Source: an optimization exercise on an open RTL-to-GDS flow (aim: small area, a short achievable clock period and few clock cycles per item). Production flows keep margins and buffers that such runs may drop. Where RTL was checked, it was by simulation tests only, not by an equivalence proof against the original. No functional check of the RTL was part of run 4. No activity file was given, so power comes from the tool's default toggle rates.

--- flow/run.sh ---
#!/bin/bash
# synth_recipe.tcl (not shown) runs the flow's synth.tcl, then flattens the netlist and writes it again
# the make line also repeats each setting of config.mk as NAME=value (left out here)
make -C /OpenROAD-flow-scripts/flow DESIGN_CONFIG=/design/flow/config.mk WORK_HOME=/design/flow/orfs CLKGATE_MAP_FILE= SYNTH_SCRIPT=/design/flow/synth_recipe.tcl finish
--- flow/config.mk ---
export PLATFORM = sky130hd
export DESIGN_NAME = apply_front
export DESIGN_NICKNAME = apply_front
export VERILOG_FILES = /design/flow/design.v
export SDC_FILE = /design/flow/constraint.sdc
export NUM_CORES = 4
export LEC_CHECK = 0
export ABC_CLOCK_PERIOD_IN_PS = 2500
export CAP_MARGIN = 20
export CORE_MARGIN = 2
export CORE_UTILIZATION = 40
export SETUP_SLACK_MARGIN = 3.0
export SLEW_MARGIN = 20
--- flow/constraint.sdc ---
create_clock -name core_clock -period 5.5 [get_ports {clk}]
set_input_delay 1.1000 -clock core_clock [delete_from_list [all_inputs] [get_ports {clk}]]
set_output_delay 1.1000 -clock core_clock [all_outputs]
set_load 0.01 [all_outputs]
--- flow/design.v ---
`timescale 1ns/1ps
module stage_buffer #(
	parameter int W = 38
)
(
	input logic clk,
	input logic reset,
	input logic in_valid,
	output logic in_ready,
	input logic [W-1:0] in_data,
	output logic out_valid,
	input logic out_ready,
	output logic [W-1:0] out_data
);
	logic full;
	logic [W-1:0] data;
	assign in_ready = !full || out_ready;
	always_ff @(posedge clk)
	begin
		if (reset)
			full <= 1'b0;
		else if (in_ready)
			full <= in_valid;
	end
	always_ff @(posedge clk)
	begin
		if (in_valid && in_ready)
			data <= in_data;
	end
	assign out_valid = full;
	assign out_data = data;
endmodule
`timescale 1ns/1ps
module terminal_check (
	input logic [1:0] op,
	input logic [16-1:0] f,
	input logic [16-1:0] g,
	output logic hit,
	output logic [1:0] rsel,  
	output logic swap,  
	output logic need_f,  
	output logic need_g,
	output logic shared  
);
	localparam logic [1:0] R_FALSE = 2'd0;
	localparam logic [1:0] R_TRUE = 2'd1;
	localparam logic [1:0] R_F = 2'd2;
	localparam logic [1:0] R_G = 2'd3;
	logic f_nz;
	logic g_nz;
	logic f_false;
	logic f_true;
	logic g_false;
	logic g_true;
	logic same;
	logic compl;
	logic exist;
	assign f_nz = (f[16-1:1] != '0);
	assign g_nz = (g[16-1:1] != '0);
	assign f_false = !f_nz && !f[0];
	assign f_true = !f_nz && f[0];
	assign g_false = !g_nz && !g[0];
	assign g_true = !g_nz && g[0];
	assign shared = (f[16-1:1] == g[16-1:1]);
	assign same = shared && (f[0] == g[0]);
	assign compl = shared && (f[0] != g[0]);
	assign exist = (op == 2'd3);
	always_comb
	begin
		{hit, rsel} = {1'b0, R_FALSE};
		case (op)
			2'd0:
			begin
				if (f_false || g_false)
					{hit, rsel} = {1'b1, R_FALSE};
				else if (f_true)
					{hit, rsel} = {1'b1, R_G};
				else if (g_true || same)
					{hit, rsel} = {1'b1, R_F};
				else if (compl)
					{hit, rsel} = {1'b1, R_FALSE};
			end
			2'd1:
			begin
				if (f_true || g_true)
					{hit, rsel} = {1'b1, R_TRUE};
				else if (f_false)
					{hit, rsel} = {1'b1, R_G};
				else if (g_false || same)
					{hit, rsel} = {1'b1, R_F};
				else if (compl)
					{hit, rsel} = {1'b1, R_TRUE};
			end
			2'd2:
			begin
				if (same)
					{hit, rsel} = {1'b1, R_FALSE};
				else if (compl)
					{hit, rsel} = {1'b1, R_TRUE};
				else if (f_false)
					{hit, rsel} = {1'b1, R_G};
				else if (g_false)
					{hit, rsel} = {1'b1, R_F};
			end
			default:  
			begin
				if (!f_nz)
					{hit, rsel} = {1'b1, R_F};
			end
		endcase
	end
	assign swap = !exist && (f > g);
	assign need_f = exist || (f_nz && g_nz);
	assign need_g = !exist && !shared;
endmodule
`timescale 1ns/1ps
module var_fetch_ctrl #(
	parameter int PW = 2  
)
(
	input logic clk,
	input logic reset,
	input logic in_valid,
	output logic in_ready,
	input logic [3-1:0] in_id,
	input logic in_negate,
	input logic [1:0] in_op,
	input logic [16-1:0] in_f,
	input logic [16-1:0] in_g,
	input logic in_hit,
	input logic [1:0] in_rsel,
	input logic in_swap,
	input logic in_need_f,
	input logic in_need_g,
	input logic in_shared,
	output logic mem_req_valid,
	input logic mem_req_ready,
	output logic [16-2:0] mem_req_node,
	input logic mem_resp_valid,
	input logic [8-1:0] mem_resp_var,
	output logic [8-1:0] qvar,
	input logic qbit,
	output logic out_valid,
	input logic out_ready,
	output logic [3-1:0] out_id,
	output logic out_negate,
	output logic [1:0] out_op,
	output logic [16-1:0] out_f,
	output logic [16-1:0] out_g,
	output logic out_hit,
	output logic [16-1:0] out_result,
	output logic [8-1:0] out_top,
	output logic out_fetch_f,
	output logic out_fetch_g,
	output logic out_quantify
);
	localparam int N = 1 << PW;
	localparam int IW = 16;
	localparam int VW = 8;
	logic [N-1:0][3-1:0] e_id;
	logic [N-1:0] e_negate;
	logic [N-1:0][1:0] e_op;
	logic [N-1:0][IW-1:0] e_f;
	logic [N-1:0][IW-1:0] e_g;
	logic [N-1:0] e_hit;
	logic [N-1:0][1:0] e_rsel;
	logic [N-1:0] e_swap;
	logic [N-1:0] e_shared;
	logic [N-1:0][VW-1:0] e_top;
	logic [N-1:0] e_ff;
	logic [N-1:0] e_fg;
	logic [N-1:0] e_q;
	logic [N-1:0] e_pf;  
	logic [N-1:0] e_pg;
	logic [N-1:0] e_wf;  
	logic [N-1:0] e_wg;
	logic [PW:0] wp;  
	logic [PW:0] ip;  
	logic [PW:0] rp;  
	logic alloc;
	logic [PW-1:0] wi;
	logic [PW-1:0] ii;
	logic [PW-1:0] ri;
	logic i_valid;
	logic i_pf;
	logic i_pg;
	logic take_g;
	logic fire;
	logic i_adv;
	logic rr_valid;
	logic [VW-1:0] rr_var;
	logic [PW-1:0] ti;
	logic t_found;
	logic t_is_f;
	logic [VW-1:0] t_top;
	logic le;
	logic ge;
	logic r_done;
	logic o_load;
	assign wi = wp[PW-1:0];
	assign ii = ip[PW-1:0];
	assign ri = rp[PW-1:0];
	assign in_ready = !((wp[PW] != rp[PW]) && (wi == ri));
	assign alloc = in_valid && in_ready;
	assign i_valid = (ip != wp);
	assign i_pf = e_pf[ii];
	assign i_pg = e_pg[ii];
	assign take_g = i_pf ? e_swap[ii] : !e_swap[ii];
	assign mem_req_valid = i_valid && (i_pf || i_pg);
	assign mem_req_node = take_g ? e_g[ii][IW-1:1] : e_f[ii][IW-1:1];
	assign fire = mem_req_valid && mem_req_ready;
	assign i_adv = i_valid && (!(i_pf || i_pg) || (fire && !(i_pf && i_pg)));
	always_comb
	begin
		logic [PW-1:0] k;
		t_found = 1'b0;
		ti = ri;
		for (int j = 0; j < N; j++)
		begin
			k = ri + PW'(j);
			if (!t_found && (e_wf[k] || e_wg[k]))
			begin
				t_found = 1'b1;
				ti = k;
			end
		end
	end
	assign t_is_f = e_wf[ti];
	assign t_top = e_top[ti];
	assign le = (rr_var <= t_top);
	assign ge = (t_top <= rr_var);
	assign qvar = rr_var;
	assign r_done = (rp != wp) && (rp != ip) &&
		!(e_pf[ri] || e_pg[ri] || e_wf[ri] || e_wg[ri]);
	assign o_load = r_done && (!out_valid || out_ready);
	always_ff @(posedge clk)
	begin
		rr_var <= mem_resp_var;
		if (reset)
		begin
			rr_valid <= 1'b0;
			wp <= '0;
			ip <= '0;
			rp <= '0;
			out_valid <= 1'b0;
		end
		else
		begin
			rr_valid <= mem_resp_valid;
			if (alloc)
				wp <= wp + 1'b1;
			if (i_adv)
				ip <= ip + 1'b1;
			if (o_load)
				rp <= rp + 1'b1;
			if (o_load)
				out_valid <= 1'b1;
			else if (out_ready)
				out_valid <= 1'b0;
		end
	end
	always_ff @(posedge clk)
	begin
		for (int i = 0; i < N; i++)
		begin
			if (alloc && wi == i)
			begin
				e_id[i] <= in_id;
				e_negate[i] <= in_negate;
				e_op[i] <= in_op;
				e_f[i] <= in_f;
				e_g[i] <= in_g;
				e_hit[i] <= in_hit;
				e_rsel[i] <= in_rsel;
				e_swap[i] <= in_swap;
				e_shared[i] <= in_shared;
			end
		end
	end
	always_ff @(posedge clk)
	begin
		for (int i = 0; i < N; i++)
		begin
			if (reset)
			begin
				e_pf[i] <= 1'b0;
				e_pg[i] <= 1'b0;
				e_wf[i] <= 1'b0;
				e_wg[i] <= 1'b0;
			end
			else if (alloc && wi == i)
			begin
				e_pf[i] <= !in_hit && in_need_f;
				e_pg[i] <= !in_hit && in_need_g;
				e_wf[i] <= 1'b0;
				e_wg[i] <= 1'b0;
			end
			else
			begin
				if (fire && ii == i)
				begin
					if (i_pf)
					begin
						e_pf[i] <= 1'b0;
						e_wf[i] <= 1'b1;
					end
					else
					begin
						e_pg[i] <= 1'b0;
						e_wg[i] <= 1'b1;
					end
				end
				if (rr_valid && ti == i)
				begin
					if (t_is_f)
						e_wf[i] <= 1'b0;
					else
						e_wg[i] <= 1'b0;
				end
			end
		end
	end
	always_ff @(posedge clk)
	begin
		for (int i = 0; i < N; i++)
		begin
			if (alloc && wi == i)
			begin
				e_top[i] <= {8{1'b1}};
				e_ff[i] <= !in_hit;
				e_fg[i] <= !in_hit;
				e_q[i] <= 1'b0;
			end
			else if (rr_valid && ti == i)
			begin
				if (le)
				begin
					e_top[i] <= rr_var;
					e_q[i] <= qbit;
				end
				if (t_is_f)
				begin
					e_ff[i] <= le;
					e_fg[i] <= e_shared[i] || (e_fg[i] && ge);
				end
				else
				begin
					e_fg[i] <= le;
					e_ff[i] <= e_ff[i] && ge;
				end
			end
		end
	end
	always_ff @(posedge clk)
	begin
		if (o_load)
		begin
			out_id <= e_id[ri];
			out_negate <= e_negate[ri];
			out_op <= e_op[ri];
			out_hit <= e_hit[ri];
			if (e_swap[ri] && !e_hit[ri])
			begin
				out_f <= e_g[ri];
				out_g <= e_f[ri];
			end
			else
			begin
				out_f <= e_f[ri];
				out_g <= e_g[ri];
			end
			case (e_rsel[ri])
				2'd0: out_result <= {16{1'b0}};
				2'd1: out_result <= {{(16-1){1'b0}}, 1'b1};
				2'd2: out_result <= e_f[ri];
				default: out_result <= e_g[ri];
			endcase
			out_top <= e_top[ri];
			out_fetch_f <= e_ff[ri];
			out_fetch_g <= e_fg[ri];
			out_quantify <= e_q[ri] && (e_op[ri] != 2'd0);
		end
	end
endmodule
`timescale 1ns/1ps
module quantify_table (
	input logic clk,
	input logic reset,
	input logic cfg_write,
	input logic [8-1:0] cfg_address,
	input logic [32-1:0] cfg_wdata,
	input logic [8-1:0] qvar,
	output logic qbit
);
	localparam int SEL_W = $clog2((256 / 32));
	logic [(256 / 32)-1:0][32-1:0] words;
	logic [32-1:0] qword;
	always_ff @(posedge clk)
	begin
		for (int i = 0; i < (256 / 32); i++)
		begin
			if (reset)
				words[i] <= '0;
			else if (cfg_write && cfg_address == i)
				words[i] <= cfg_wdata;
		end
	end
	assign qword = words[qvar[8-1:5]];
	assign qbit = qword[qvar[4:0]];
endmodule
`timescale 1ns/1ps
module apply_front (
	input logic clk,
	input logic reset,
	input logic in_valid,
	output logic in_ready,
	input logic [3-1:0] in_id,
	input logic in_negate,
	input logic [1:0] in_op,
	input logic [16-1:0] in_f,
	input logic [16-1:0] in_g,
	output logic var_req_valid,
	input logic var_req_ready,
	output logic [16-2:0] var_req_node,
	input logic var_resp_valid,
	input logic [8-1:0] var_resp_var,
	input logic cfg_write,
	input logic [8-1:0] cfg_address,
	input logic [32-1:0] cfg_wdata,
	output logic out_valid,
	input logic out_ready,
	output logic [3-1:0] out_id,
	output logic out_negate,
	output logic [1:0] out_op,
	output logic [16-1:0] out_f,
	output logic [16-1:0] out_g,
	output logic out_hit,
	output logic [16-1:0] out_result,
	output logic [8-1:0] out_top,
	output logic out_fetch_f,
	output logic out_fetch_g,
	output logic out_quantify
);
	logic hit;
	logic [1:0] rsel;
	logic swap;
	logic need_f;
	logic need_g;
	logic shared;
	logic [8-1:0] qvar;
	logic qbit;
	terminal_check terminal_check_i (
		.op(in_op), .f(in_f), .g(in_g),
		.hit(hit), .rsel(rsel), .swap(swap),
		.need_f(need_f), .need_g(need_g), .shared(shared)
	);
	var_fetch_ctrl var_fetch_ctrl_i (
		.clk(clk), .reset(reset),
		.in_valid(in_valid), .in_ready(in_ready),
		.in_id(in_id), .in_negate(in_negate), .in_op(in_op), .in_f(in_f), .in_g(in_g),
		.in_hit(hit), .in_rsel(rsel), .in_swap(swap),
		.in_need_f(need_f), .in_need_g(need_g), .in_shared(shared),
		.mem_req_valid(var_req_valid), .mem_req_ready(var_req_ready),
		.mem_req_node(var_req_node), .mem_resp_valid(var_resp_valid),
		.mem_resp_var(var_resp_var),
		.qvar(qvar), .qbit(qbit),
		.out_valid(out_valid), .out_ready(out_ready),
		.out_id(out_id), .out_negate(out_negate), .out_op(out_op),
		.out_f(out_f), .out_g(out_g), .out_hit(out_hit), .out_result(out_result),
		.out_top(out_top), .out_fetch_f(out_fetch_f), .out_fetch_g(out_fetch_g),
		.out_quantify(out_quantify)
	);
	quantify_table quantify_table_i (
		.clk(clk), .reset(reset),
		.cfg_write(cfg_write), .cfg_address(cfg_address), .cfg_wdata(cfg_wdata),
		.qvar(qvar), .qbit(qbit)
	);
endmodule
==> metrics.md, run 1 <==
| Metric | Value |
|---|---|
| Status | complete, no violations |
| Fin util | 0.499 |
| DRT antenna net count | 0 |
| Hold Crit Depth | 2 |
| Worst-Margin Slew | 1.12 ns |
| CP startpoint | var_fetch_ctrl_i.e_swap[3] |
| GP Congestion | 0.834 |
| Share of layout cells above drive strength 1 | 0.225 |
| Skew-Pair Late Insertion Delay | 0.63 ns |
| Critical Setup Path Class | reg2out |
| Worst EP required | 4.40 ns |
| Max Fclk | 249 MHz |
| H-tree levels | 2 |
| Starting Density | 0.404 |
| Vias in the first global route | 19410 |
| Final Slew Violations | 0 |
| All-Layer GR Usage | 0.220 |
| Leakage | 11.0 nW |
| CORE AREA | 64300 sq um |
| Max rail drop VDD | 256 uV |
| Final net count | 2656 |
| Adder-Cell Fraction of Synth Area | 0.0159 |
| Fraction of synthesized cell area in xor and xnor cells | 0.00506 |
| Fraction of registers with async set/reset | 0 |
| DR pass1 iterations | 7 |
| Worst r2r path cells | 13 |
| Width of the die | 259 um |
| Cell area after synthesis | 26000 sq um |
| Initial DRC Count | 1552 |
| Flops & latches, synth | 573 |
| Worst reg-to-reg setup slack | 1.62 ns |
| Hold path startpoint | quantify_table_i.words[87] |
| Synth warn | 3 |
| WHS Endpoint | quantify_table_i.words[87] |
| DR WL/cell | 22.3 um |
| Most common flop cell mapped by yosys | dfxtp_1 |
| First-pass GRT wire length | 114 mm |
| DPL Wire Length | 43.6 mm |
| Clk buf depth | 3 |
| R2R Path Start | var_fetch_ctrl_i.e_wf[3] |
| Max-cap violations | 0 |
| CP peak stage delay | 0.55 ns |
| Chip height | 259 um |
| Critical Path Fanout Max | 7 |
| Post-synthesis net count | 2482 |
| Num CTS Buffers | 60 |
| CTS Root Cell | clkbuf_16 |
| Total number of vias | 19387 |
| Setup violations, final | 0 |
| Final Skew | 0.0314 ns |
| Sequential area share after synthesis | 0.536 |
| Post-synth cell types | 76 |
| Sink Count | 573 |
| RSZ-0062 raised after global routing | yes |
| DRC | 0 |
| Post-synth EDFFs | 246 |
| Largest family of logic cells by synthesized area | multiplexers |
| PortBufs | 176 |
| CP cell instances | mux4_2 > xor2_4 > buf_6 > buf_12 > buf_16 > mux4_2 > nand2_2 > nand2_2 > buf_6 |
| Routed vias/inst | 5.64 |
| Clock slew at reported path FFs | 0.06 ns |
| Fin crit period | 4.02 ns |
| Slew headroom | 0.253 |
| Initial antenna violation count | 6 |
| Path category of the worst min-delay check | reg2reg |
| Area growth syn-to-layout | 23.7% |
| Pwr/cell area | 387 nW/um^2 |
| Period utilisation layout | 0.731 |
| R2R Path End | var_fetch_ctrl_i.e_fg[2] |
| CTS tree | yes |
| Crit path DAT | 2.92 ns |
| Cell Rows | 93 |
| GR Overflow Total | 0 |
| Total negative slack | 0 ns |
| Synthesized instance count | 2356 |
| Setup crit start kind | register |
| Routed WL | 76.5 mm |
| Multiplexer share of the synthesized area | 0.177 |
| Die Area | 67000 sq um |
| Slowest stage cell, crit path | mux4_2 |
| Critical path endpoint category | output port |
| Final Hold Vio Count | 0 |
| Boundary pin count | 177 |
| Post-synthesis simple-gate area fraction | 0.131 |
| Syn_area_per_cell | 11.0 sq um |
| Largest net degree at the start of global routing | 173 |
| Fill count | 5628 |
| Synth Area in Compound Gates | 0.0934 |
timing repair:
| item | in CTS | in global routing |
|---|---|---|
| endpoints found under the setup margin | 718 | 375 |
| buffers inserted | 49 | 15 |
| hold buffers | 0 | 0 |
| gates cloned | 10 | 6 |
| pin swaps | 47 | 36 |
| resized for setup | 376 | 126 |
| endpoints found under the hold margin | 0 | 0 |
cell usage after synthesis, types with 7 or more instances:
cell type / n / area share
buf_4: 39 / 0.011
mux2i_1: 91 / 0.035
xor2_1: 8 / 0.0027
mux4_2: 140 / 0.12
nand3_1: 13 / 0.0025
mux2_1: 24 / 0.010
nand2_1: 636 / 0.092
nor2_1: 66 / 0.0095
clkbuf_1: 103 / 0.015
xnor2_1: 7 / 0.0024
nor2b_1: 14 / 0.0034
nor3_1: 17 / 0.0033
ha_1: 33 / 0.016
nand2b_1: 9 / 0.0022
nor4_1: 16 / 0.0039
o21ai_0: 15 / 0.0029
inv_1: 37 / 0.0053
dfxtp_1: 327 / 0.25
edfxtp_1: 246 / 0.28
buf_1: 12 / 0.0017
nand4_1: 9 / 0.0022
a21oi_1: 277 / 0.053
a211oi_1: 16 / 0.0046
mux2_2: 23 / 0.010
a21o_1: 10 / 0.0029
o221ai_1: 8 / 0.0027
o21ai_1: 13 / 0.0025
buf_2: 31 / 0.0060
a2111oi_0: 7 / 0.0024
routing by layer:
layer,track usage,share of wire,vias to the layer above
li1,-,-,8814
met2,0.381,0.50,749
met5,0,0.00054,-
met4,0.0832,0.035,6
met3,0.0339,0.068,173
met1,0.277,0.40,9645
registers in the layout, summed over array words and instances, names as in the netlist, 8 cells and up:
name / count
quantify_table_i.words: 256
var_fetch_ctrl_i.e_f: 64
var_fetch_ctrl_i.e_g: 64
var_fetch_ctrl_i.e_top: 32
var_fetch_ctrl_i.out_f: 16
var_fetch_ctrl_i.out_g: 16
var_fetch_ctrl_i.out_result: 16
var_fetch_ctrl_i.e_id: 12
var_fetch_ctrl_i.e_op: 8
var_fetch_ctrl_i.e_rsel: 8
var_fetch_ctrl_i.out_top: 8
var_fetch_ctrl_i.rr_var: 8
layout make-up:
class                      count  area, sq um  area share
antenna                        4         10.0    0.000312
clock buffer                  88         1760      0.0548
clock inverter                23          303     0.00942
inverter                      38          178     0.00553
multi-input combinational   1561        11900       0.370
sequential                   573        14000       0.435
tap                          855         1070      0.0333
timing repair buffer         296         2960      0.0920
worst max-delay path by stage:
stage               slack, ns                        to  cells past startpoint
floorplan                1.77  var_fetch_ctrl_i.e_fg[3]                     19
global placement         0.86  var_fetch_ctrl_i.e_ff[1]                     15
detailed placement       0.81  var_fetch_ctrl_i.e_ff[3]                     15
CTS                      1.41           var_req_node[6]                      9
global route             1.37          var_req_node[10]                      9
finish                   1.48           var_req_node[6]                      9
power breakdown:
part	internal, mW	total [mW]	switching [mW]
clock	2.50	4.23	1.73
sequential	4.82	5.01	0.190
combinational	1.55	3.18	1.63
stage by stage:
step	area, sq um	total power [mW]	std cells	setup slack (ns)	hold WS [ns]
6_report	32100	12.4	3438	1.48	0.451
5_1_grt	32100	12.9	3437	1.37	0.467
4_1_cts	31600	12.4	3413	1.41	0.451
3_5_place_dp	28500	7.86	3243	0.809	0.443
3_3_place_gp	28500	7.81	3243	0.857	0.437
2_1_floorplan	26200	6.90	2356	1.77	0.432
critical path, delay by kind of cell (launching register included):
kind / cells / cell delay [ns]
simple gates: 2 / 0.16
xor+xnor: 1 / 0.22
buf+inv: 4 / 0.47
flops: 1 / 0.39
mux: 2 / 1.05
kinds of logic (layout without fill, tap and decap cells):
| kind of cell | count (synthesis) | in the layout |
|---|---|---|
| and+or+nand+nor | 819 | 825 |
| DFF | 573 | 573 |
| AOI/OAI and AO/OA | 410 | 410 |
| muxes | 278 | 278 |
| buffers and inverters | 228 | 445 |
| adders and majority gates | 33 | 33 |
| xor gates and xnor gates | 15 | 15 |
| other | 0 | 4 |
cells in the final DEF, fill, tap and decap left out, drive strengths merged, types with 9 or more instances in the layout:
cell type,Yosys,routed
nand4,9,9
nand2b,9,9
nand2,637,642
ha,33,33
a21o,10,10
dlygate4sd2,0,79
clkdlybuf4s50,0,53
o21ai,28,28
inv,37,40
mux2,47,47
mux4,140,140
mux2i,91,91
nor4,18,18
nand3,13,13
a211oi,19,19
buf,87,146
dfxtp,327,327
clkinv,1,14
nor3,18,18
nor2b,14,15
nor2,66,66
edfxtp,246,246
a21oi,277,277
clkbuf,103,101
Testbench counts, summed over its fixed seeds: cycles 9,777, items 4,000.
==> inputs of run 2 (changes only) <==
--- a/flow/config.mk
+++ b/flow/config.mk
@@ -7,3 +7,2 @@
 export LEC_CHECK = 0
-export ABC_CLOCK_PERIOD_IN_PS = 2500
 export CAP_MARGIN = 20
==> run 2 against run 1 <==
Net effect:
- still clean on timing, DRC and antenna
- worst hold slack stayed put
- routed wire length stayed put
- combinational power hardly changed
- largest cell class unchanged
- largest power group unchanged
- highest routed layer unchanged
==> metrics.md, run 2 <==
| Metric | Value |
|---|---|
| RSZ-0062 raised after global routing | yes (unchanged) |
| Critical Setup Path Class | reg2out (unchanged) |
| GR Overflow Total | 0 (unchanged) |
| CORE AREA | 64300 sq um (unchanged) |
| Max Fclk | 249 MHz (unchanged) |
| CTS tree | yes (unchanged) |
| Largest net degree at the start of global routing | 173 (unchanged) |
| Place WS | 0.809 ns (unchanged) |
| Total number of vias | 19387 (unchanged) |
| CTS Root Cell | clkbuf_16 (unchanged) |
| Cell area after synthesis | 26000 sq um (unchanged) |
| Post-synthesis net count | 2482 (unchanged) |
| Cell Rows | 93 (unchanged) |
| Routed WL | 76.5 mm (unchanged) |
| CP cell instances | mux4_2 > xor2_4 > buf_6 > buf_12 > buf_16 > mux4_2 > nand2_2 > nand2_2 > buf_6 (unchanged) |
| Worst r2r path cells | 13 (unchanged) |
| Total power | 12.4 mW (unchanged) |
| Seq pwr share | 0.404 (about the same) |
| Finished layout cell area | 32100 sq um (unchanged) |
| Most common flop cell mapped by yosys | dfxtp_1 (unchanged) |
| Final net count | 2656 (unchanged) |
| Sw power | 3.55 mW (unchanged) |
| Initial DRC Count | 1552 (unchanged) |
| Setup crit start kind | register (unchanged) |
| Post-synth EDFFs | 246 (unchanged) |
| Synth warn | 3 (unchanged) |
| Initial antenna violation count | 6 (unchanged) |
| Max reg flops | 256 (unchanged) |
| Path category of the worst min-delay check | reg2reg (unchanged) |
| Synth Area in Compound Gates | 0.0934 (unchanged) |
| CP peak stage delay | 0.55 ns (about the same) |
| Clk buf depth | 3 (unchanged) |
| Chip height | 259 um (unchanged) |
| Final Skew | 0.0314 ns (unchanged) |
| DR WL/cell | 22.3 um (unchanged) |
| Final Hold Vio Count | 0 (unchanged) |
| Reg with most FFs | quantify_table_i.words (unchanged) |
| DPL Wire Length | 43.6 mm (unchanged) |
| Worst-Margin Slew | 1.12 ns (unchanged) |
| Critical path endpoint category | output port (unchanged) |
| Largest regs | quantify_table_i.words x256, var_fetch_ctrl_i.e_f x64, var_fetch_ctrl_i.e_g x64 (unchanged) |
| DRC | 0 (unchanged) |
| PortBufs | 176 (unchanged) |
| Synth cell count leaders | 636 x nand2_1, 327 x dfxtp_1, 277 x a21oi_1 (unchanged) |
| Clock slew at reported path FFs | 0.06 ns (about the same) |
| Multiplexer share of the synthesized area | 0.177 (unchanged) |
| Area growth syn-to-layout | 23.7% (unchanged) |
| Num CTS Buffers | 60 (unchanged) |
| Clock power frac | 0.340 (about the same) |
| Fin util | 0.499 (unchanged) |
| Synth top area cells | edfxtp_1 28%, dfxtp_1 25%, mux4_2 12%, nand2_1 9.2%, a21oi_1 5.3% (unchanged) |
| H-tree levels | 2 (unchanged) |
| Cell-internal power | 8.87 mW (unchanged) |
| Area fraction of the dominant cell type after synthesis | 0.284 (unchanged) |
| Syn_area_per_cell | 11.0 sq um (unchanged) |
| Sw Ratio | 0.286 (unchanged) |
| Leakage | 11.0 nW (unchanged) |
| First-pass GRT wire length | 114 mm (unchanged) |
| Commonest non-fill, non-tap cell in the layout | nand2_1 (unchanged) |
| Worst EP required | 4.40 ns (about the same) |
| Kind of cell adding the most delay to the critical path | multiplexers (unchanged) |
| Hold_buf cts | 0 (unchanged) |
| Status | complete, no violations (unchanged) |
| Synthesized instance count | 2356 (unchanged) |
| Total negative slack | 0 ns (unchanged) |
| Combinational Power Share | 0.256 (about the same) |
| Fin crit period | 4.02 ns (unchanged) |
| Skew-Pair Late Insertion Delay | 0.63 ns (about the same) |
| Placement Cell Area | 28500 sq um (unchanged) |
| Max-cap violations | 0 (unchanged) |
| Worst setup margin | 1.48 ns (unchanged) |
| Boundary pin count | 177 (unchanged) |
| Sink Count | 573 (unchanged) |
| Routed vias/inst | 5.64 (unchanged) |
| Fraction of synthesized cell area in xor and xnor cells | 0.00506 (unchanged) |
| Sequential area share after synthesis | 0.536 (unchanged) |
| Max rail drop VDD | 256 uV (unchanged) |
| Pwr/cell area | 387 nW/um^2 (unchanged) |
| Starting Density | 0.404 (unchanged) |
| Slowest stage cell, crit path | mux4_2 (unchanged) |
| Post-synth cell types | 76 (unchanged) |
| Fraction of registers with async set/reset | 0 (unchanged) |
| All-Layer GR Usage | 0.220 (unchanged) |
| Flops & latches, synth | 573 (unchanged) |
| Period utilisation layout | 0.731 (unchanged) |
| Die Area | 67000 sq um (unchanged) |
| Yosys top cell by area | edfxtp_1 (unchanged) |
| Critical Path Fanout Max | 7 (unchanged) |
| DR pass1 iterations | 7 (unchanged) |
| Share of layout cells above drive strength 1 | 0.225 (unchanged) |
| Vias in the first global route | 19410 (unchanged) |
| Adder-Cell Fraction of Synth Area | 0.0159 (unchanged) |
| Slew headroom | 0.253 (unchanged) |
| Crit path buf inv count | 4 (unchanged) |
| Final Slew Violations | 0 (unchanged) |
| Crit path DAT | 2.92 ns (about the same) |
| GP Congestion | 0.834 (unchanged) |
| Most frequent cells in the layout | 607 x nand2_1, 314 x dfxtp_1, 269 x a21oi_1 (unchanged) |
| Width of the die | 259 um (unchanged) |
| DRT antenna net count | 0 (unchanged) |
| Setup violations, final | 0 (unchanged) |
| Critical path depth | 9 (unchanged) |
| Fill count | 5628 (unchanged) |
| Hold Crit Depth | 2 (unchanged) |
| Top-count cell post-synth | nand2_1 (unchanged) |
| Largest family of logic cells by synthesized area | multiplexers (unchanged) |
| Post-synthesis simple-gate area fraction | 0.131 (unchanged) |
run 2: cell counts after synthesis:
No cell type changed its count.
run 2: path summary, 6_finish.rpt:
kind	from	end	slack [ns]
worst max-delay path	var_fetch_ctrl_i.e_swap[3]	var_req_node[6]	1.48
worst min-delay path	quantify_table_i.words[87]	quantify_table_i.words[87]	0.45
worst max register to register	var_fetch_ctrl_i.e_wf[3]	var_fetch_ctrl_i.e_fg[2]	1.62
worst min register to register	quantify_table_i.words[87]	quantify_table_i.words[87]	0.45
run 2: cells by family (layout without fill, tap and decap cells):
logic type | after synthesis | after routing
simple gates | 819 | 825
flops | 573 | 573
compound gates | 410 | 410
mux | 278 | 278
buf+inv | 228 | 445
fa+ha+maj | 33 | 33
xor+xnor | 15 | 15
other cells | 0 | 4
run 2: layer usage:
metal	global-route usage	routed length (um)	vias to the layer above
met5	0	41	-
met3	0.0339	5220	173
met4	0.0832	2640	6
met1	0.277	30600	9645
met2	0.381	38000	749
li1	-	-	8814
run 2: power groups by stage:
stage	Sequential, mW	Clock (mW)	Combinational, mW
global placement	5.11	0	2.70
detailed placement	5.11	0	2.74
CTS	5.01	4.31	3.07
global route	5.04	4.48	3.41
finish	5.01	4.23	3.18
floorplan	5.08	0	1.82
run 2: stage by stage:
stage | hold WS [ns] | cells
final | 0.451 | 3438
after global routing | 0.467 | 3437
after detailed placement | 0.443 | 3243
after floorplan | 0.432 | 2356
after global placement | 0.437 | 3243
after CTS | 0.451 | 3413
run 2: layout make-up:
class,count,area (sq um),share of cell area
flip-flops and latches,573,14000,0.435
multi-input cells,1561,11900,0.370
repair buffers,296,2960,0.0920
clock buffers,88,1760,0.0548
well taps,855,1070,0.0333
clock inverters,23,303,0.00942
inverters,38,178,0.00553
diodes,4,10.0,0.000312
run 2: worst min-delay path, cell delays in order (launching register included):
cell and delay, ns:
dfxtp_1 0.30, nand2_1 0.05, a21oi_1 0.05
run 2: timing repair:
action / in CTS / in global routing
setup endpoints to repair: 718 / 375
pin swaps: 47 / 36
gates cloned: 10 / 6
buffers inserted: 49 / 15
gates resized for setup: 376 / 126
==> inputs of run 3 (changes only) <==
--- a/flow/config.mk
+++ b/flow/config.mk
@@ -10,3 +10,2 @@
 export CORE_UTILIZATION = 40
-export SETUP_SLACK_MARGIN = 3.0
 export SLEW_MARGIN = 20
==> run 3 against run 2 <==
Net effect:
- area after synthesis stayed put
- worst hold slack worse by 0.00086 ns
- fmax is 20% lower
- clock skew is 0.017 ns lower
- total power is 6.8% lower
- sequential share of layout area is 2.6 points higher
- sequential power hardly changed
- routed wire length is 6.6% lower
- non-clock buffer count is 75 lower
- via count is 3.6% lower
- utilization is 2.9 points lower
- critical path type unchanged
- largest power group unchanged
==> metrics.md, run 3 <==
| Metric | Value |
|---|---|
| Final Hold Vio Count | 0 (unchanged) |
| Starting Density | 0.404 (unchanged) |
| Area growth syn-to-layout | 16.5% (was 23.7%) |
| Sink Count | 573 (unchanged) |
| Worst reg-to-reg setup slack | 0.58 ns (was 1.62 ns) |
| Cell area after synthesis | 26000 sq um (unchanged) |
| Synth warn | 3 (unchanged) |
| Skew-Pair Late Insertion Delay | 0.63 ns (about the same) |
| Placement Cell Area | 28400 sq um (was 28500 sq um) |
| Routed vias/inst | 5.58 (was 5.64) |
| DR pass1 iterations | 7 (unchanged) |
| Setup crit start kind | register (unchanged) |
| Max reg flops | 256 (unchanged) |
| Share of layout cells above drive strength 1 | 0.136 (was 0.225) |
| H-tree levels | 2 (unchanged) |
| Status | complete, no violations (unchanged) |
| Hold Crit Depth | 2 (unchanged) |
| Cell Rows | 93 (unchanged) |
| GP Congestion | 0.856 (was 0.834) |
| Worst-Margin Slew | 1.02 ns (was 1.12 ns) |
| Sequential area share after synthesis | 0.536 (unchanged) |
| Max rail drop VDD | 266 uV (was 256 uV) |
| Vias in the first global route | 18474 (was 19410) |
| RSZ-0062 raised after global routing | no (was yes) |
| Final net count | 2574 (was 2656) |
| Hold_buf cts | 0 (unchanged) |
| Setup violations, final | 0 (unchanged) |
| Finished layout cell area | 30300 sq um (was 32100 sq um) |
| Critical Path Fanout Max | 15 (was 7) |
| Most frequent cells in the layout | 632 x nand2_1, 321 x dfxtp_1, 277 x a21oi_1 (was 607 x nand2_1, 314 x dfxtp_1, 269 x a21oi_1) |
| Leakage | 10.0 nW (was 11.0 nW) |
| Routed WL | 71.5 mm (was 76.5 mm) |
| Most common flop cell mapped by yosys | dfxtp_1 (unchanged) |
| Syn_area_per_cell | 11.0 sq um (unchanged) |
| Largest regs | quantify_table_i.words x256, var_fetch_ctrl_i.e_f x64, var_fetch_ctrl_i.e_g x64 (unchanged) |
| Slew headroom | 0.315 (was 0.253) |
| Cell-internal power | 8.29 mW (was 8.87 mW) |
| Flops & latches, synth | 573 (unchanged) |
| Area fraction of the dominant cell type after synthesis | 0.284 (unchanged) |
| Chip height | 259 um (unchanged) |
| Final hold slack | 0.450 ns (was 0.451 ns) |
| WHS Endpoint | quantify_table_i.words[8] (was quantify_table_i.words[87]) |
| DRT antenna net count | 0 (unchanged) |
| Total number of vias | 18681 (was 19387) |
| Pwr/cell area | 383 nW/um^2 (was 387 nW/um^2) |
| R2R Path Start | var_fetch_ctrl_i.rp[1] (was var_fetch_ctrl_i.e_wf[3]) |
| Path category of the worst min-delay check | reg2reg (unchanged) |
| DRC | 0 (unchanged) |
| Die Area | 67000 sq um (unchanged) |
| CTS Root Cell | clkbuf_16 (unchanged) |
| Resized cells post-CTS | 0 (was 376) |
| CTS tree | yes (unchanged) |
| Clk buf depth | 3 (unchanged) |
| Fin util | 0.470 (was 0.499) |
| Final Slew Violations | 0 (unchanged) |
| CORE AREA | 64300 sq um (unchanged) |
| Largest net degree at the start of global routing | 132 (was 173) |
| Crit path DAT | 3.90 ns (was 2.92 ns) |
| Sw Ratio | 0.284 (was 0.286) |
| Width of the die | 259 um (unchanged) |
| Max-cap violations | 0 (unchanged) |
| All-Layer GR Usage | 0.209 (was 0.220) |
| Setup bufs post-CTS | 0 (was 49) |
| Top-count cell post-synth | nand2_1 (unchanged) |
| R2R Path End | var_fetch_ctrl_i.e_fg[2] (unchanged) |
| Worst r2r path cells | 15 (was 13) |
| GR Overflow Total | 0 (unchanged) |
| Total negative slack | 0 ns (unchanged) |
| First-pass GRT wire length | 109 mm (was 114 mm) |
| Post-synth EDFFs | 246 (unchanged) |
| Initial antenna violation count | 2 (was 6) |
| DPL Wire Length | 43.6 mm (about the same) |
| Worst setup margin | 0.501 ns (was 1.48 ns) |
| Fraction of registers with async set/reset | 0 (unchanged) |
| Worst EP required | 4.40 ns (about the same) |
| Hold path startpoint | quantify_table_i.words[8] (was quantify_table_i.words[87]) |
| Period utilisation layout | 0.909 (was 0.731) |
| Final Skew | 0.0141 ns (was 0.0314 ns) |
| Commonest non-fill, non-tap cell in the layout | nand2_1 (unchanged) |
| PortBufs | 176 (unchanged) |
| Clock slew at reported path FFs | 0.06 ns (about the same) |
| Synth cell count leaders | 636 x nand2_1, 327 x dfxtp_1, 277 x a21oi_1 (unchanged) |
| Combinational Power Share | 0.229 (was 0.256) |
| DR WL/cell | 21.4 um (was 22.3 um) |
| Post-synthesis net count | 2482 (unchanged) |
| Post-synth cell types | 76 (unchanged) |
| Seq pwr share | 0.435 (was 0.404) |
| Critical Setup Path Class | reg2out (unchanged) |
| Critical path endpoint category | output port (unchanged) |
| Synthesized instance count | 2356 (unchanged) |
| Boundary pin count | 177 (unchanged) |
| Synth top area cells | edfxtp_1 28%, dfxtp_1 25%, mux4_2 12%, nand2_1 9.2%, a21oi_1 5.3% (unchanged) |
| Num CTS Buffers | 59 (was 60) |
| Reg with most FFs | quantify_table_i.words (unchanged) |
| Sw power | 3.29 mW (was 3.55 mW) |
| Place WS | 0.615 ns (was 0.809 ns) |
| Clock power frac | 0.336 (was 0.340) |
| Fin crit period | 5.00 ns (was 4.02 ns) |
| Max Fclk | 200 MHz (was 249 MHz) |
| Yosys top cell by area | edfxtp_1 (unchanged) |
| Initial DRC Count | 1649 (was 1552) |
[run 3: cells by family (layout without fill, tap and decap cells)]
logic type | Yosys count | in the layout | synth area share
muxes | 278 | 278 | 0.177
DFF | 573 | 573 | 0.536
buffers and inverters | 228 | 365 | 0.0417
adders and majority gates | 33 | 33 | 0.0159
xor gates and xnor gates | 15 | 15 | 0.00506
other | 0 | 1 | 0
AOI/OAI and AO/OA | 410 | 410 | 0.0934
and+or+nand+nor | 819 | 819 | 0.131
[run 3: routing by layer]
layer,vias up,share of wire,track usage
met5,-,0.00018,0
met4,2,0.025,0.0602
met3,128,0.058,0.0297
met2,624,0.51,0.373
met1,9306,0.41,0.264
li1,8621,-,-
[run 3: area by class of cell]
type,instances,area (sq um)
tap,855,1070
clock inverter,39,322
sequential,573,13900
multi-input combinational,1555,11100
antenna,1,2.50
clock buffer,67,1530
fill,5786,34100
timing repair buffer,221,2190
inverter,38,143
[run 3: power groups by stage]
| stage | registers [mW] | clock network (mW) | logic, mW |
|---|---|---|---|
| CTS | 5.05 | 3.97 | 2.68 |
| global route | 5.08 | 4.13 | 2.87 |
| global placement | 5.13 | 0 | 2.62 |
| detailed placement | 5.14 | 0 | 2.67 |
| finish | 5.04 | 3.89 | 2.65 |
| floorplan | 5.08 | 0 | 1.71 |
[run 3: through the flow]
stage / power, mW / instances
after floorplan: 6.79 / 2356
after global placement: 7.75 / 3242
after detailed placement: 7.80 / 3242
after CTS: 11.7 / 3348
after global routing: 12.1 / 3348
final: 11.6 / 3349
[run 3: worst max-delay path, cell delays in order, from the launching register on]
cell,delay [ns]
dfxtp_1,0.64
mux4_2,0.49
xor2_4,0.73
buf_4,0.37
mux4_2,0.32
nand2_1,0.07
nand2_1,0.13
clkdlybuf4s50_1,0.51
[run 3: how the worst max path moves through the flow]
stage                     slack [ns]                    from                  endpoint  depth (start not counted)
final                           0.50  var_fetch_ctrl_i.ip[1]           var_req_node[0]                          7
after global routing            0.23  var_fetch_ctrl_i.rp[0]  var_fetch_ctrl_i.e_fg[2]                         13
after CTS                       0.44  var_fetch_ctrl_i.ip[1]           var_req_node[0]                          7
after detailed placement        0.61  var_fetch_ctrl_i.rp[0]  var_fetch_ctrl_i.e_fg[2]                         13
after global placement          0.70  var_fetch_ctrl_i.rp[0]  var_fetch_ctrl_i.e_fg[2]                         13
after floorplan                 0.84  var_fetch_ctrl_i.rp[1]    var_fetch_ctrl_i.rp[2]                          8
==> inputs of run 4 (changes only) <==
--- a/flow/design.v
+++ b/flow/design.v
@@ -111,3 +111,3 @@
 	end
-	assign swap = !exist && (f > g);
+	assign swap = !hit && !exist && (f > g);
 	assign need_f = exist || (f_nz && g_nz);
@@ -162,3 +162,3 @@
 	logic [N-1:0][1:0] e_op;
-	logic [N-1:0][IW-1:0] e_f;
+	logic [N-1:0][IW-1:0] e_f;  
 	logic [N-1:0][IW-1:0] e_g;
@@ -166,3 +166,3 @@
 	logic [N-1:0][1:0] e_rsel;
-	logic [N-1:0] e_swap;
+	logic [N-1:0] e_swap;  
 	logic [N-1:0] e_shared;
@@ -179,2 +179,4 @@
 	logic [PW:0] rp;  
+	logic [PW:0] wp_next;
+	logic [PW:0] rp_next;
 	logic alloc;
@@ -183,10 +185,10 @@
 	logic [PW-1:0] ri;
-	logic i_valid;
-	logic i_pf;
-	logic i_pg;
-	logic take_g;
-	logic fire;
+	logic g_valid;
+	logic g_pf;
+	logic g_pg;
+	logic g_avail;
+	logic g_load;
+	logic rq_free;
+	logic [IW-2:0] g_node;
 	logic i_adv;
-	logic rr_valid;
-	logic [VW-1:0] rr_var;
 	logic [PW-1:0] ti;
@@ -197,4 +199,8 @@
 	logic ge;
+	logic rr_upd;  
+	logic [VW-1:0] rr_var;
+	logic [PW-1:0] rr_ti;
 	logic r_done;
 	logic o_load;
+	logic o_q;
 	assign wi = wp[PW-1:0];
@@ -202,12 +208,13 @@
 	assign ri = rp[PW-1:0];
-	assign in_ready = !((wp[PW] != rp[PW]) && (wi == ri));
 	assign alloc = in_valid && in_ready;
-	assign i_valid = (ip != wp);
-	assign i_pf = e_pf[ii];
-	assign i_pg = e_pg[ii];
-	assign take_g = i_pf ? e_swap[ii] : !e_swap[ii];
-	assign mem_req_valid = i_valid && (i_pf || i_pg);
-	assign mem_req_node = take_g ? e_g[ii][IW-1:1] : e_f[ii][IW-1:1];
-	assign fire = mem_req_valid && mem_req_ready;
-	assign i_adv = i_valid && (!(i_pf || i_pg) || (fire && !(i_pf && i_pg)));
+	assign wp_next = wp + alloc;
+	assign rp_next = rp + o_load;
+	assign g_valid = (ip != wp);
+	assign g_pf = e_pf[ii];
+	assign g_pg = e_pg[ii];
+	assign g_avail = g_valid && (g_pf || g_pg);
+	assign rq_free = !mem_req_valid || mem_req_ready;
+	assign g_load = g_avail && rq_free;
+	assign g_node = (g_pf ^ e_swap[ii]) ? e_f[ii][IW-1:1] : e_g[ii][IW-1:1];
+	assign i_adv = g_valid && (!(g_pf || g_pg) || (g_load && !(g_pf && g_pg)));
 	always_comb
@@ -229,8 +236,8 @@
 	assign t_top = e_top[ti];
-	assign le = (rr_var <= t_top);
-	assign ge = (t_top <= rr_var);
+	assign le = (mem_resp_var <= t_top);
+	assign ge = (t_top <= mem_resp_var);
 	assign qvar = rr_var;
-	assign r_done = (rp != wp) && (rp != ip) &&
-		!(e_pf[ri] || e_pg[ri] || e_wf[ri] || e_wg[ri]);
+	assign r_done = (rp != ip) && !(e_wf[ri] || e_wg[ri]);
 	assign o_load = r_done && (!out_valid || out_ready);
+	assign o_q = (rr_upd && rr_ti == ri) ? qbit : e_q[ri];
 	always_ff @(posedge clk)
@@ -238,5 +245,8 @@
 		rr_var <= mem_resp_var;
+		rr_ti <= ti;
+		if (g_load)
+			mem_req_node <= g_node;
 		if (reset)
 		begin
-			rr_valid <= 1'b0;
+			rr_upd <= 1'b0;
 			wp <= '0;
@@ -244,2 +254,4 @@
 			rp <= '0;
+			in_ready <= 1'b1;
+			mem_req_valid <= 1'b0;
 			out_valid <= 1'b0;
@@ -248,9 +260,10 @@
 		begin
-			rr_valid <= mem_resp_valid;
-			if (alloc)
-				wp <= wp + 1'b1;
+			rr_upd <= mem_resp_valid && le;
+			wp <= wp_next;
+			rp <= rp_next;
+			in_ready <= !((wp_next[PW] != rp_next[PW]) && (wp_next[PW-1:0] == rp_next[PW-1:0]));
 			if (i_adv)
 				ip <= ip + 1'b1;
-			if (o_load)
-				rp <= rp + 1'b1;
+			if (rq_free)
+				mem_req_valid <= g_avail;
 			if (o_load)
@@ -299,5 +312,5 @@
 			begin
-				if (fire && ii == i)
+				if (g_load && ii == i)
 				begin
-					if (i_pf)
+					if (g_pf)
 					begin
@@ -312,3 +325,3 @@
 				end
-				if (rr_valid && ti == i)
+				if (mem_resp_valid && ti == i)
 				begin
@@ -331,11 +344,7 @@
 				e_fg[i] <= !in_hit;
-				e_q[i] <= 1'b0;
 			end
-			else if (rr_valid && ti == i)
+			else if (mem_resp_valid && ti == i)
 			begin
 				if (le)
-				begin
-					e_top[i] <= rr_var;
-					e_q[i] <= qbit;
-				end
+					e_top[i] <= mem_resp_var;
 				if (t_is_f)
@@ -355,2 +364,12 @@
 	begin
+		for (int i = 0; i < N; i++)
+		begin
+			if (alloc && wi == i)
+				e_q[i] <= 1'b0;
+			else if (rr_upd && rr_ti == i)
+				e_q[i] <= qbit;
+		end
+	end
+	always_ff @(posedge clk)
+	begin
 		if (o_load)
@@ -361,3 +380,3 @@
 			out_hit <= e_hit[ri];
-			if (e_swap[ri] && !e_hit[ri])
+			if (e_swap[ri])
 			begin
@@ -380,3 +399,3 @@
 			out_fetch_g <= e_fg[ri];
-			out_quantify <= e_q[ri] && (e_op[ri] != 2'd0);
+			out_quantify <= o_q && (e_op[ri] != 2'd0);
 		end
--- a/flow/config.mk
+++ b/flow/config.mk
@@ -10,2 +10,3 @@
 export CORE_UTILIZATION = 40
+export SETUP_SLACK_MARGIN = 3.0
 export SLEW_MARGIN = 20
==> run 4 against run 3 <==
Net effect:
- clock skew increased by 0.014 ns
- die area increased by 1.4%
- largest power group unchanged
- worst hold slack got worse by 0.00076 ns
- fmax increased by 46%
- via count rose by 7.9%
- sequential share of layout area down 2.7 points
- total power grew 35%
- sequential power rose by 15%
- largest cell class unchanged
- register-to-register slack improved by 1.5 ns
==> metrics.md, run 4 <==
| Metric | Value |
|---|---|
| Reg with most FFs | quantify_table_i.words (unchanged) |
| Width of the die | 261 um (was 259 um) |
| Max reg flops | 256 (unchanged) |
| Syn_area_per_cell | 10.9 sq um (was 11.0 sq um) |
| Fin util | 0.510 (was 0.470) |
| Leakage | 11.4 nW (was 10.0 nW) |
| PortBufs | 176 (unchanged) |
| Commonest non-fill, non-tap cell in the layout | nand2_1 (unchanged) |
| Critical Setup Path Class | reg2reg (was reg2out) |
| DR WL/cell | 23.5 um (was 21.4 um) |
| Cell Rows | 94 (was 93) |
| Place WS | 1.24 ns (was 0.615 ns) |
| Post-synth cell types | 74 (was 76) |
| Status | complete, no violations (unchanged) |
| RSZ-0062 raised after global routing | yes (was no) |
| Cells after DPL | 3291 (was 3242) |
| Final net count | 2729 (was 2574) |
| Most frequent cells in the layout | 606 x nand2_1, 317 x dfxtp_1, 276 x a21oi_1 (was 632 x nand2_1, 321 x dfxtp_1, 277 x a21oi_1) |
| Worst setup margin | 2.07 ns (was 0.501 ns) |
| Finished layout cell area | 33400 sq um (was 30300 sq um) |
| DRT antenna net count | 0 (unchanged) |
| Placement Cell Area | 29100 sq um (was 28400 sq um) |
| Num CTS Buffers | 66 (was 59) |
| Setup violations, final | 0 (unchanged) |
| Final Non-Filler Cells | 3509 (was 3349) |
| Area fraction of the dominant cell type after synthesis | 0.298 (was 0.284) |
| Routed vias/inst | 5.75 (was 5.58) |
| Chip height | 261 um (was 259 um) |
| First-pass GRT wire length | 123 mm (was 109 mm) |
| Yosys top cell by area | edfxtp_1 (unchanged) |
| Pwr/cell area | 468 nW/um^2 (was 383 nW/um^2) |
| Most common flop cell mapped by yosys | dfxtp_1 (unchanged) |
| Largest net degree at the start of global routing | 171 (was 132) |
| Initial DRC Count | 1833 (was 1649) |
| DRC | 0 (unchanged) |
| Clk buf depth | 3 (unchanged) |
| Critical Path Fanout Max | 8 (was 15) |
| Path category of the worst min-delay check | reg2reg (unchanged) |
| Total number of vias | 20166 (was 18681) |
| Synthesized instance count | 2411 (was 2356) |
| Vias in the first global route | 20179 (was 18474) |
| Synth top area cells | edfxtp_1 30%, dfxtp_1 25%, mux4_2 12%, nand2_1 8.8%, a21oi_1 5.4% (was edfxtp_1 28%, dfxtp_1 25%, mux4_2 12%, nand2_1 9.2%, a21oi_1 5.3%) |
| Fin crit period | 3.43 ns (was 5.00 ns) |
| Routed WL | 82.4 mm (was 71.5 mm) |
| Die Area | 67900 sq um (was 67000 sq um) |
| H-tree levels | 3 (was 2) |
| Skew-Pair Late Insertion Delay | 0.60 ns (was 0.63 ns) |
| Hold_buf cts | 0 (unchanged) |
| Top-count cell post-synth | nand2_1 (unchanged) |
| CTS tree | yes (unchanged) |
| Post-synthesis net count | 2536 (was 2482) |
| Worst EP required | 5.96 ns (was 4.40 ns) |
| Fraction of registers with async set/reset | 0 (unchanged) |
| Final Hold Vio Count | 0 (unchanged) |
| DR pass1 iterations | 6 (was 7) |
| Flops & latches, synth | 592 (was 573) |
| GP Congestion | 0.825 (was 0.856) |
| Initial antenna violation count | 6 (was 2) |
| Max rail drop VDD | 321 uV (was 266 uV) |
| Sequential area share after synthesis | 0.549 (was 0.536) |
| Period utilisation layout | 0.624 (was 0.909) |
| Synth cell count leaders | 616 x nand2_1, 331 x dfxtp_1, 283 x a21oi_1 (was 636 x nand2_1, 327 x dfxtp_1, 277 x a21oi_1) |
| Final Slew Violations | 0 (unchanged) |
| Share of layout cells above drive strength 1 | 0.260 (was 0.136) |
| Largest regs | quantify_table_i.words x256, var_fetch_ctrl_i.e_f x64, var_fetch_ctrl_i.e_g x64 (unchanged) |
| Post-synth EDFFs | 261 (was 246) |
| Total power | 15.6 mW (was 11.6 mW) |
| Final Skew | 0.0284 ns (was 0.0141 ns) |
| Worst-Margin Slew | 0.889 ns (was 1.02 ns) |
| Total negative slack | 0 ns (unchanged) |
| CORE AREA | 65500 sq um (was 64300 sq um) |
| Critical path endpoint category | register (was output port) |
| Sink Count | 592 (was 573) |
| Max Fclk | 291 MHz (was 200 MHz) |
| CTS Root Cell | clkbuf_16 (unchanged) |
| Synth warn | 3 (unchanged) |
| Final hold slack | 0.450 ns (about the same) |
| Max-cap violations | 0 (unchanged) |
| DPL Wire Length | 46.5 mm (was 43.6 mm) |
| Clock slew at reported path FFs | 0.06 ns (about the same) |
| Crit path DAT | 3.89 ns (was 3.90 ns) |
| Area growth syn-to-layout | 26.7% (was 16.5%) |
| Setup crit start kind | register (unchanged) |
| Cell area after synthesis | 26300 sq um (was 26000 sq um) |
| Slew headroom | 0.407 (was 0.315) |
| All-Layer GR Usage | 0.239 (was 0.209) |
| Starting Density | 0.402 (was 0.404) |
| GR Overflow Total | 0 (unchanged) |
| Boundary pin count | 177 (unchanged) |
## run 4: cell types whose count changed after synthesis, moves of 11 or more
cell and change:
nand3_1 +73, nor2b_1 +13, clkbuf_1 +14, nor2_1 -11, mux2_2 +30, buf_4 -32, o21ai_0 +29, mux2_1 -24
nand2_1 -20, mux2i_1 -42, clkbuf_2 +30, edfxtp_1 +15
## run 4: critical path, cell delays in order, from the launching register on
cell      delay, ns
dfxtp_2        0.33
or2_4          0.29
nor3b_4        0.23
o31ai_4        0.10
buf_6          0.14
buf_6          0.13
mux2i_4        0.18
nand2_2        0.09
o21ai_2        0.05
ha_1           0.28
nor2b_1        0.14
o21a_1         0.18
o21a_1         0.21
o21bai_4       0.19
buf_12         0.13
buf_4          0.11
a21boi_4       0.08
buf_12         0.16
o21ai_2        0.13
o311ai_1       0.13
## run 4: per-layer routing
metal / wire length, um / share of wire / vias up / track usage
li1: - / - / 9081 / -
met1: 33600 / 0.41 / 10084 / 0.317
met2: 40600 / 0.49 / 833 / 0.397
met3: 6020 / 0.073 / 160 / 0.0408
met4: 2150 / 0.026 / 8 / 0.0794
met5: 57 / 0.00069 / - / 0
## run 4: cell families (layout without fill, tap and decap cells)
kind of cell             after synthesis  after routing  share of synthesized area
buffers and inverters                228            453                     0.0375
adder cells (fa/ha/maj)               33             33                     0.0156
AO/OA/AOI/OAI                        433            437                     0.0952
AND/OR/NAND/NOR                      871            873                      0.140
XOR/XNOR                              16             16                    0.00532
other                                  0              2                          0
multiplexers                         238            239                      0.158
flip-flops                           592            592                      0.549
## run 4: power by group
| part | internal (mW) | switching [mW] | total (mW) | leakage (nW) |
|---|---|---|---|---|
| registers | 5.49 | 0.337 | 5.82 | 5.11 |
| clock network | 2.45 | 1.76 | 4.21 | 0.999 |
| logic | 2.57 | 3.03 | 5.60 | 5.28 |
## run 4: final timing paths
check	start	to	slack, ns	depth (start not counted)
min reg2reg	quantify_table_i.words[113]	quantify_table_i.words[113]	0.45	2
min	quantify_table_i.words[113]	quantify_table_i.words[113]	0.45	2
max	var_fetch_ctrl_i.e_wg[3]	var_fetch_ctrl_i.e_top[24]	2.07	19
max reg2reg	var_fetch_ctrl_i.e_wg[3]	var_fetch_ctrl_i.e_top[24]	2.07	19
## run 4: final cells by class
type,count,area (sq um)
fill,5638,32100
sequential,592,14500
multi-input combinational,1598,12200
timing repair buffer,314,3370
clock buffer,83,1840
tap,864,1080
clock inverter,24,186
inverter,31,173
timing repair inverter,1,8.76
antenna,2,5.00
## run 4: what timing repair did
action                                  in CTS  in global routing
buffers inserted                            68                 22
pin swaps                                   55                 64
endpoints found under the setup margin     687                329
resized for setup                          345                225
gates cloned                                13                  6

[what the ideal ports hide]
The flow's constraints put no driver on any port. The routed layouts listed below were extracted and timed again, unchanged, in two steps.
Step 1: set_driving_cell puts a clkbuf_16 on clk and a buf_2 on each other input, an assumption about the parent block.
Step 2 times the ports against the registers' clock, not the clock port: input delays grow and output delays shrink by t, the midpoint of the rising clock arrivals with the driver on.
a / b / c = no drivers / after step 1 / after step 2; a / b = the first two.
run	shift t [ns]	setup slack, ns	worst hold slack (ns)	latest minus earliest clock arrival (ns)	worst slew at a driven data input, ns
run 1	0.676	1.478 / 1.415 / 1.622	0.451 / 0.451 / 0.451	0.032 / 0.032	0.12
run 2	0.676	1.478 / 1.415 / 1.622	0.451 / 0.451 / 0.451	0.032 / 0.032	0.12
run 3	0.683	0.501 / 0.439 / 0.577	0.450 / 0.450 / 0.450	0.015 / 0.015	0.13
run 4	0.652	2.069 / 2.069 / 1.866	0.450 / 0.450 / 0.450	0.035 / 0.036	0.12
After both steps setup and hold are still met in every run listed. For run 4, which loses most, drivers alone change the setup slack by 0.000 ns; drivers and shift together by -0.203 ns.
